What follows belongs to an exercise in optimizing a design on an open flow for a short achievable clock period and few clock cycles per item; a production flow would make more cautious choices.
RTL that was checked went through simulation tests only; none was proved equivalent to the original.
Power and IR drop assume default switching activity.

== run H ==
==> flow/design.v (excerpt) <==
module cpu16_backend
(
    input  logic    clk,
    input  logic    reset,
    input  logic    in_valid,
    output logic    in_ready,
    input  logic [15:0] in_instr,
    output logic    retire_valid,
    input  logic    retire_ready,
    output logic [32:0]  retire,
    output logic [REGVAL_W-1:0] regval
);
For scale: roughly 180 I/O pins.
Settings: LEC_CHECK=0, ABC_CLOCK_PERIOD_IN_PS=1000, CAP_MARGIN=20, CORE_MARGIN=2, CORE_UTILIZATION=30, PLACE_DENSITY=0.5, SETUP_SLACK_MARGIN=3.2, SLEW_MARGIN=20, TNS_END_PERCENT=100; clock period 5.0 ns.
standard.sh (not shown) runs the stock make flow with config.mk's settings and CLKGATE_MAP_FILE= SYNTH_SCRIPT=/design/flow/synth_recipe.tcl, a recipe that flattens the netlist after the stock synthesis.
==> flow/flow/run.sh <==
#!/bin/bash
# The standard layout, except that synthesis leaves adders to ABC instead of
# mapping them onto the library's half- and full-adder cells, and the slow
# majority cell is kept out of the netlist.
set -euo pipefail
PLAT=$(sed -n '/^export DONT_USE_CELLS +=/,/[^\\]$/p' "$FLOW_HOME/platforms/sky130hd/config.mk" | sed -e 's/export DONT_USE_CELLS +=//' -e 's/\\//g' | tr -s ' \n' ' ')
SLOW="sky130_fd_sc_hd__maj3_* sky130_fd_sc_hd__or4_* sky130_fd_sc_hd__or4b_* sky130_fd_sc_hd__or4bb_* sky130_fd_sc_hd__nor4_* sky130_fd_sc_hd__nor4b_* sky130_fd_sc_hd__nor4bb_* sky130_fd_sc_hd__a2111o_* sky130_fd_sc_hd__o2111a_* sky130_fd_sc_hd__mux4_*"
echo "DONT_USE_CELLS=$PLAT $SLOW" > dont_use.txt
bash standard.sh ADDER_MAP_FILE= "DONT_USE_CELLS=$PLAT $SLOW" finish > flow.log 2>&1
Setup changes, run H to run B
diff --git a/flow/design.v b/flow/design.v
--- a/flow/design.v
+++ b/flow/design.v
@@ -162,41 +162,40 @@
     logic [3:0] v0_s1;
     assign v0_s1 = isld[1] ? ldw[3:0] : pres1;
     logic [3:0] ia, ib, wa, wb0;
     logic       m2wa, m2wb;
     assign m1a  = wb[0] && s_ins[0][10:8] == in_instr[7:5];
     assign m1b  = wb[0] && s_ins[0][10:8] == in_instr[4:2];
     assign m2a  = wb[1] && s_ins[1][10:8] == in_instr[7:5];
     assign m2b  = wb[1] && s_ins[1][10:8] == in_instr[4:2];
     assign m2wa = wb[1] && s_ins[1][10:8] == w_instr[7:5];
     assign m2wb = wb[1] && s_ins[1][10:8] == w_instr[4:2];
     logic [3:0] a1i, a1w;
-    logic       l1i, l1w;
-    assign a1i = (wb[2] && s_ins[2][10:8] == in_instr[7:5]) ? pres2[7:4]
+    assign a1i = (wb[1] && s_ins[1][10:8] == in_instr[7:5]) ? res[1]
+               : (wb[2] && s_ins[2][10:8] == in_instr[7:5]) ? pres2[7:4]
                : sr1[in_instr[7:5]];
-    assign a1w = (wb[2] && s_ins[2][10:8] == w_instr[7:5]) ? pres2[7:4]
+    assign a1w = (wb[1] && s_ins[1][10:8] == w_instr[7:5]) ? res[1]
+               : (wb[2] && s_ins[2][10:8] == w_instr[7:5]) ? pres2[7:4]
                : sr1[w_instr[7:5]];
-    assign l1i = m1a || (wb[1] && s_ins[1][10:8] == in_instr[7:5]);
-    assign l1w = wb[1] && s_ins[1][10:8] == w_instr[7:5];
     assign ia  = m1a ? res[0] : m2a ? v0_s1 : sr0[in_instr[7:5]];
     assign ib  = m1b ? res[0] : m2b ? v0_s1 : sr0[in_instr[4:2]];
     assign wa  = m2wa ? v0_s1 : sr0[w_instr[7:5]];
     assign wb0 = m2wb ? v0_s1 : sr0[w_instr[4:2]];
     always_ff @(posedge clk) begin
         s_ins[0] <= x;
         s_op[0]  <= x1h;
         s_cin[0] <= xop == 4'd1;
         s_a[0]   <= w_v ? wa : ia;
         s_b[0]   <= w_v ? wb0 : ib;
         a1p      <= w_v ? a1w : a1i;
-        ld_late  <= w_v ? l1w : l1i;
+        ld_late  <= !w_v && m1a;
         w_instr  <= in_instr;
     end
     logic [3:0] wb_n;
     logic [3:0][2:0] rd_n;
     logic [3:0][3:0] v_n;
     logic [3:1] mka, mkb, nka, nkb;
     assign wb_n = {r_v && !r_ins[15], wb[3:1]};
     assign rd_n = {r_ins[10:8], s_ins[3][10:8], s_ins[2][10:8], s_ins[1][10:8]};
     assign v_n  = {r_res[15:12], pres3[11:8], pres2[7:4], v0_s1};
     always_comb begin
         for (int k = 1; k < 4; k++) begin
--- outcome ---
Run B vs run H: post-route non-filler standard cell count up in run B. Run H and run B ended up with roughly the same worst hold margin. Last element of the critical path: retire[8] -> run B, in_ready -> run H. Of run B and run H, it is run B that has the higher number of multi-input logic gates. Fraction of area in registers delta for run B relative to run H: 0.48 points lower. Number of fill cells, run H and run B: higher on run H. When run B is set beside run H, its non-clock buffer count turns out to be 7 larger. | static leakage | run B vs run H | worse |. Between run H and run B, the difference in XOR/XNOR share of the synthesized area is negligible. Run B vs. run H: power went down about 2%; design area picked up an extra 550 um^2; via count went up 444; synthesized cell count higher; final period demand of the worst path shows a reduction of 3.0 ps. Between run B and run H, it is run B whose relative contribution of the clock network to total power is lower, by 0.6 points.
Testbench counts of run B, summed over its fixed seeds: cycles 3,258, instructions 3,200.
No functional check of the RTL was part of run H.

the reference run:
Another version of the RTL of cpu16_backend (not shown whole).
Size in the first run: about 2500 cells after synthesis, ~590 flip-flops, about 180 I/O pins, about 25000 um2 of cells after synthesis.
==> module cpu16_backend, before the edit <==
module cpu16_backend
(
    input  logic    clk,
    input  logic    reset,
    input  logic    in_valid,
    output logic    in_ready,
    input  logic [15:0] in_instr,
    output logic    retire_valid,
    input  logic    retire_ready,
    output logic [32:0]  retire,
    output logic [REGVAL_W-1:0] regval
);
    logic        rdy;
    logic        accept;
    logic [3:0]  op;
    logic [2:0]  rs1;
    logic [2:0]  rs2;
    logic [7:0]  op1h;
    assign in_ready = rdy;
    assign accept   = in_valid && rdy;
    assign op       = in_instr[15:12];
    assign rs1      = in_instr[7:5];
    assign rs2      = in_instr[4:2];
    always_comb begin
        op1h = '0;
        if (!op[3])
            op1h[op[2:0]] = 1'b1;
    end
    logic [NUM_REGS-1:0][15:0] sr;
    logic        e1_v;
    logic [15:0] e1_instr;
    logic [7:0]  e1_op;
    logic [7:0]  e1_alo;
    logic [7:0]  e1_blo;
    logic [7:0]  e1_ahi;
    logic [7:0]  e1_bhi;
    logic        e1_fa;
    logic        e1_fb;
    logic [7:0]  lo_res;
    logic        lo_carry;
    logic [7:0]  lo_spill;
    logic        lo_ldhit;
    logic        e2_v;
    logic [15:0] e2_instr;
    logic [7:0]  e2_op;
    logic [7:0]  e2_lo;
    logic [7:0]  e2_ahi;
    logic [7:0]  e2_bhi;
    logic [3:0]  e2_sh;
    logic        e2_carry;
    logic [7:0]  e2_spill;
    logic        e2_ldhit;
    logic [7:0]  hi_res;
    logic        e3_v;
    logic [15:0] e3_instr;
    logic [15:0] e3_res;
    logic        e1_wb;
    logic        e2_wb;
    logic        e3_wb;
    logic        m1a, m1b, m2a, m2b, m3a, m3b;
    assign e1_wb = e1_v && !e1_instr[15];
    assign e2_wb = e2_v && !e2_instr[15];
    assign e3_wb = e3_v && !e3_instr[15];
    assign m1a = e1_wb && (e1_instr[10:8] == rs1);
    assign m1b = e1_wb && (e1_instr[10:8] == rs2);
    assign m2a = e2_wb && (e2_instr[10:8] == rs1);
    assign m2b = e2_wb && (e2_instr[10:8] == rs2);
    assign m3a = e3_wb && (e3_instr[10:8] == rs1);
    assign m3b = e3_wb && (e3_instr[10:8] == rs2);
    alu_lo u_alu_lo (
        .op    (e1_op),
        .a     (e1_alo),
        .b     (e1_blo),
        .imm   (e1_instr[7:0]),
        .res   (lo_res),
        .carry (lo_carry),
        .spill (lo_spill),
        .ldhit (lo_ldhit)
    );
    alu_hi u_alu_hi (
        .op    (e2_op),
        .a     (e2_ahi),
        .b     (e2_bhi),
        .sh    (e2_sh),
        .carry (e2_carry),
        .spill (e2_spill),
        .ldhit (e2_ldhit),
        .res   (hi_res)
    );
    logic [15:0] old_a;
    logic [15:0] old_b;
    assign old_a = m3a ? e3_res : sr[rs1];
    assign old_b = m3b ? e3_res : sr[rs2];
    always_ff @(posedge clk) begin
        e1_instr <= in_instr;
        e1_op    <= op1h;
        e1_alo   <= m1a ? lo_res : m2a ? e2_lo : old_a[7:0];
        e1_blo   <= m1b ? lo_res : m2b ? e2_lo : old_b[7:0];
        e1_ahi   <= m2a ? hi_res : old_a[15:8];
        e1_bhi   <= m2b ? hi_res : old_b[15:8];
        e1_fa    <= m1a;
        e1_fb    <= m1b;
        e2_instr <= e1_instr;
        e2_op    <= e1_op;
        e2_lo    <= lo_res;
        e2_ahi   <= e1_fa ? hi_res : e1_ahi;
        e2_bhi   <= e1_fb ? hi_res : e1_bhi;
        e2_sh    <= e1_blo[3:0];
        e2_carry <= lo_carry;
        e2_spill <= lo_spill;
        e2_ldhit <= lo_ldhit;
        e3_instr <= e2_instr;
        e3_res   <= {hi_res, e2_lo};
    end
    always_ff @(posedge clk) begin
        if (reset) begin
            for (int i = 0; i < NUM_REGS; i++)
                sr[i] <= '0;
        end else if (e3_wb) begin
            sr[e3_instr[10:8]] <= e3_res;
        end
    end
    logic [CAP-1:0][15:0] q_instr;
    logic [CAP-1:0]       q_wr;
    logic [CAP-1:0][15:0] q_res;
    logic [CAP-1:0] qv_r;
    logic [CAP:0] qv;
    logic         pop;
    logic         push;
    logic         keep0;
    logic [15:0]  h_instr;
    logic         h_wr;
    logic [15:0]  h_res;
    logic         h_v;
    logic [NUM_REGS-1:0][15:0] vr;
    logic [NUM_REGS-1:0] vr_we;
    assign qv      = {1'b0, qv_r};
    assign pop     = qv[0] && retire_ready;
    assign push    = e3_v;
    assign keep0   = qv[0] && !retire_ready;
    assign h_v     = qv[1] || push;
    assign h_instr = qv[1] ? q_instr[1] : e3_instr;
    assign h_wr    = qv[1] ? q_wr[1]    : !e3_instr[15];
    assign h_res   = qv[1] ? q_res[1]   : e3_res;
    always_ff @(posedge clk) begin
        for (int k = 1; k < CAP; k++) begin
            if (!(qv[k] && !pop)) begin
                if (k + 1 < CAP && qv[k+1]) begin
                    q_instr[k] <= q_instr[k+1];
                    q_wr[k]    <= q_wr[k+1];
                    q_res[k]   <= q_res[k+1];
                end else begin
                    q_instr[k] <= e3_instr;
                    q_wr[k]    <= !e3_instr[15];
                    q_res[k]   <= e3_res;
                end
            end
        end
    end
    always_ff @(posedge clk) begin
        if (!keep0) begin
            q_instr[0] <= h_instr;
            q_wr[0]    <= h_wr;
            q_res[0]   <= h_res;
        end
    end
    always_comb begin
        for (int i = 0; i < NUM_REGS; i++)
            vr_we[i] = !keep0 && h_v && h_wr && h_instr[10:8] == 3'(i);
    end
    always_ff @(posedge clk) begin
        for (int i = 0; i < NUM_REGS; i++) begin
            if (reset)
                vr[i] <= '0;
            else if (vr_we[i])
                vr[i] <= h_res;
        end
    end
    logic [CAP-1:0] fl;
    logic [CAP:0]   fl_up;
    logic [CAP:0]   fl_dn;
    assign fl_up = {fl, 1'b1};
    assign fl_dn = {1'b0, 1'b0, fl[CAP-1:1]};
    always_ff @(posedge clk) begin
        if (reset) begin
            e1_v <= 1'b0;
            e2_v <= 1'b0;
            e3_v <= 1'b0;
            qv_r <= '0;
            fl   <= '0;
            rdy  <= 1'b1;
        end else begin
            e1_v <= accept;
            e2_v <= e1_v;
            e3_v <= e2_v;
            for (int k = 0; k < CAP; k++) begin
                if (pop)
                    qv_r[k] <= qv[k+1] || (push && qv[k]);
                else
                    qv_r[k] <= qv[k] || (push && (k == 0 || qv[k-1]));
            end
            if (accept && !pop) begin
                fl  <= fl_up[CAP-1:0];
                rdy <= !fl[CAP-2];
            end else if (pop && !accept) begin
                fl  <= fl_dn[CAP-1:0];
                rdy <= 1'b1;
            end else begin
                rdy <= !fl[CAP-1];
            end
        end
    end
    assign retire_valid = qv[0];
    assign retire       = {q_instr[0], q_wr[0], q_res[0]};
    always_comb begin
        for (int i = 0; i < NUM_REGS; i++)
            regval[i*WORD_W +: WORD_W] = vr[i];
    end
endmodule
==> flow/config.mk <==
export PLATFORM = sky130hd
export DESIGN_NAME = cpu16_backend
export DESIGN_NICKNAME = cpu16_backend
export VERILOG_FILES = /design/flow/design.v
export SDC_FILE = /design/flow/constraint.sdc
export NUM_CORES = 4
export LEC_CHECK = 0
export ABC_CLOCK_PERIOD_IN_PS = 1000
export CAP_MARGIN = 20
export CORE_MARGIN = 2
export CORE_UTILIZATION = 30
export PLACE_DENSITY = 0.5
export SETUP_SLACK_MARGIN = 3.2
export SLEW_MARGIN = 20
export TNS_END_PERCENT = 100
==> flow/constraint.sdc <==
create_clock -name core_clock -period 5.0 [get_ports {clk}]
set_input_delay 1.0000 -clock core_clock [delete_from_list [all_inputs] [get_ports {clk}]]
set_output_delay 1.0000 -clock core_clock [all_outputs]
set_load 0.01 [all_outputs]
==> flow/flow/run.sh <==
#!/bin/bash
# The standard layout, except that synthesis leaves adders to ABC instead of
# mapping them onto the library's half- and full-adder cells.
set -euo pipefail
bash standard.sh ADDER_MAP_FILE= finish > flow.log 2>&1
Testbench counts of the reference run, summed over its fixed seeds: cycles 3,232, instructions 3,200.
Relative to the reference run, the following input files were edited for the trial run:
diff --git a/flow/design.v b/flow/design.v
--- a/flow/design.v
+++ b/flow/design.v
@@ -142,7 +142,7 @@
         if (!op[3])
             op1h[op[2:0]] = 1'b1;
     end
-    logic [NUM_REGS-1:0][15:0] sr;
+    logic [15:0] sr [0:NUM_REGS-1];
     logic        e1_v;
     logic [15:0] e1_instr;
     logic [7:0]  e1_op;
@@ -236,9 +236,9 @@
             sr[e3_instr[10:8]] <= e3_res;
         end
     end
-    logic [CAP-1:0][15:0] q_instr;
-    logic [CAP-1:0]       q_wr;
-    logic [CAP-1:0][15:0] q_res;
+    logic [15:0]  q_instr [0:CAP-1];
+    logic         q_wr    [0:CAP-1];
+    logic [15:0]  q_res   [0:CAP-1];
     logic [CAP-1:0] qv_r;
     logic [CAP:0] qv;
     logic         pop;
@@ -248,7 +248,7 @@
     logic         h_wr;
     logic [15:0]  h_res;
     logic         h_v;
-    logic [NUM_REGS-1:0][15:0] vr;
+    logic [15:0]  vr [0:NUM_REGS-1];
     logic [NUM_REGS-1:0] vr_we;
     assign qv      = {1'b0, qv_r};
     assign pop     = qv[0] && retire_ready;
@@ -274,11 +274,9 @@
         end
     end
     always_ff @(posedge clk) begin
-        if (!keep0) begin
-            q_instr[0] <= h_instr;
-            q_wr[0]    <= h_wr;
-            q_res[0]   <= h_res;
-        end
+        q_instr[0] <= ({16{keep0}} & q_instr[0]) | ({16{!keep0}} & h_instr);
+        q_wr[0]    <= (keep0 & q_wr[0]) | (!keep0 & h_wr);
+        q_res[0]   <= ({16{keep0}} & q_res[0]) | ({16{!keep0}} & h_res);
     end
     always_comb begin
         for (int i = 0; i < NUM_REGS; i++)
@@ -288,8 +286,8 @@
         for (int i = 0; i < NUM_REGS; i++) begin
             if (reset)
                 vr[i] <= '0;
-            else if (vr_we[i])
-                vr[i] <= h_res;
+            else
+                vr[i] <= ({16{!vr_we[i]}} & vr[i]) | ({16{vr_we[i]}} & h_res);
         end
     end
     logic [CAP-1:0] fl;
==> comparison <==
- The trial run went all the way through synthesis, placement and routing and the layout is clean on timing, DRC and antenna.
- Delta(proportion of cell area occupied by multi-input gates, the trial run - the reference run) < 0
- The worst supply voltage drop on vdd in the trial run was lower than what the reference run gave.
- Summary — met1 usage, the trial run relative to the reference run: higher, by 0.73 points.
- Number of global-route vias before repair on the trial run is down relative to the reference run.
- [compare] base=the reference run new=the trial run: compound-cell area share of the yosys netlist -3.6 points; critical path depth now sits lower; global-route wire length before repair went down 3.8%; floorplan core area dropped 0.32%.
- Delta (the trial run minus the reference run): wire length reported by the detailed router now sits lower; final-layout fill cell count shrank by about 2.3%.
- The trial run ended up with a lower global-route usage than the reference run did.
- The trial run vs the reference run: via count down
- In the metrics for the trial run and the reference run, the one carrying the lower hold slack is the trial run.
- The trial run against the reference run; cell area is up slightly.
The RTL of the trial run was laid out without a check of its function.

-- port drivers added, routing unchanged --
Ports are ideal in the flow. The routed layouts listed here were re-timed in OpenROAD. Step 1 assumes that a clkbuf_16 drives the clock port and a buf_2 every other input. Step 2, shift: input delay + t, output delay - t, t = (earliest + latest rising clock arrival at the registers) / 2. This alone moves slack from input paths to output paths. Slacks: ideal ports / drivers / drivers and shift; pairs: ideal ports / drivers.
run | t (ns) | setup slack, ns | worst setup path after step 2
run H | 0.718 | 2.861 / 2.797 / 2.283 | input to register
run B | 0.722 | 2.864 / 2.796 / 2.241 | input to register
the reference run | 0.655 | 2.707 / 2.707 / 2.254 | input to register
the trial run | 0.671 | 2.735 / 2.735 / 2.144 | input to register
After both steps setup and hold are still met in every run listed. For run B, which loses most, drivers alone change the setup slack by -0.068 ns; drivers and shift together by -0.623 ns.
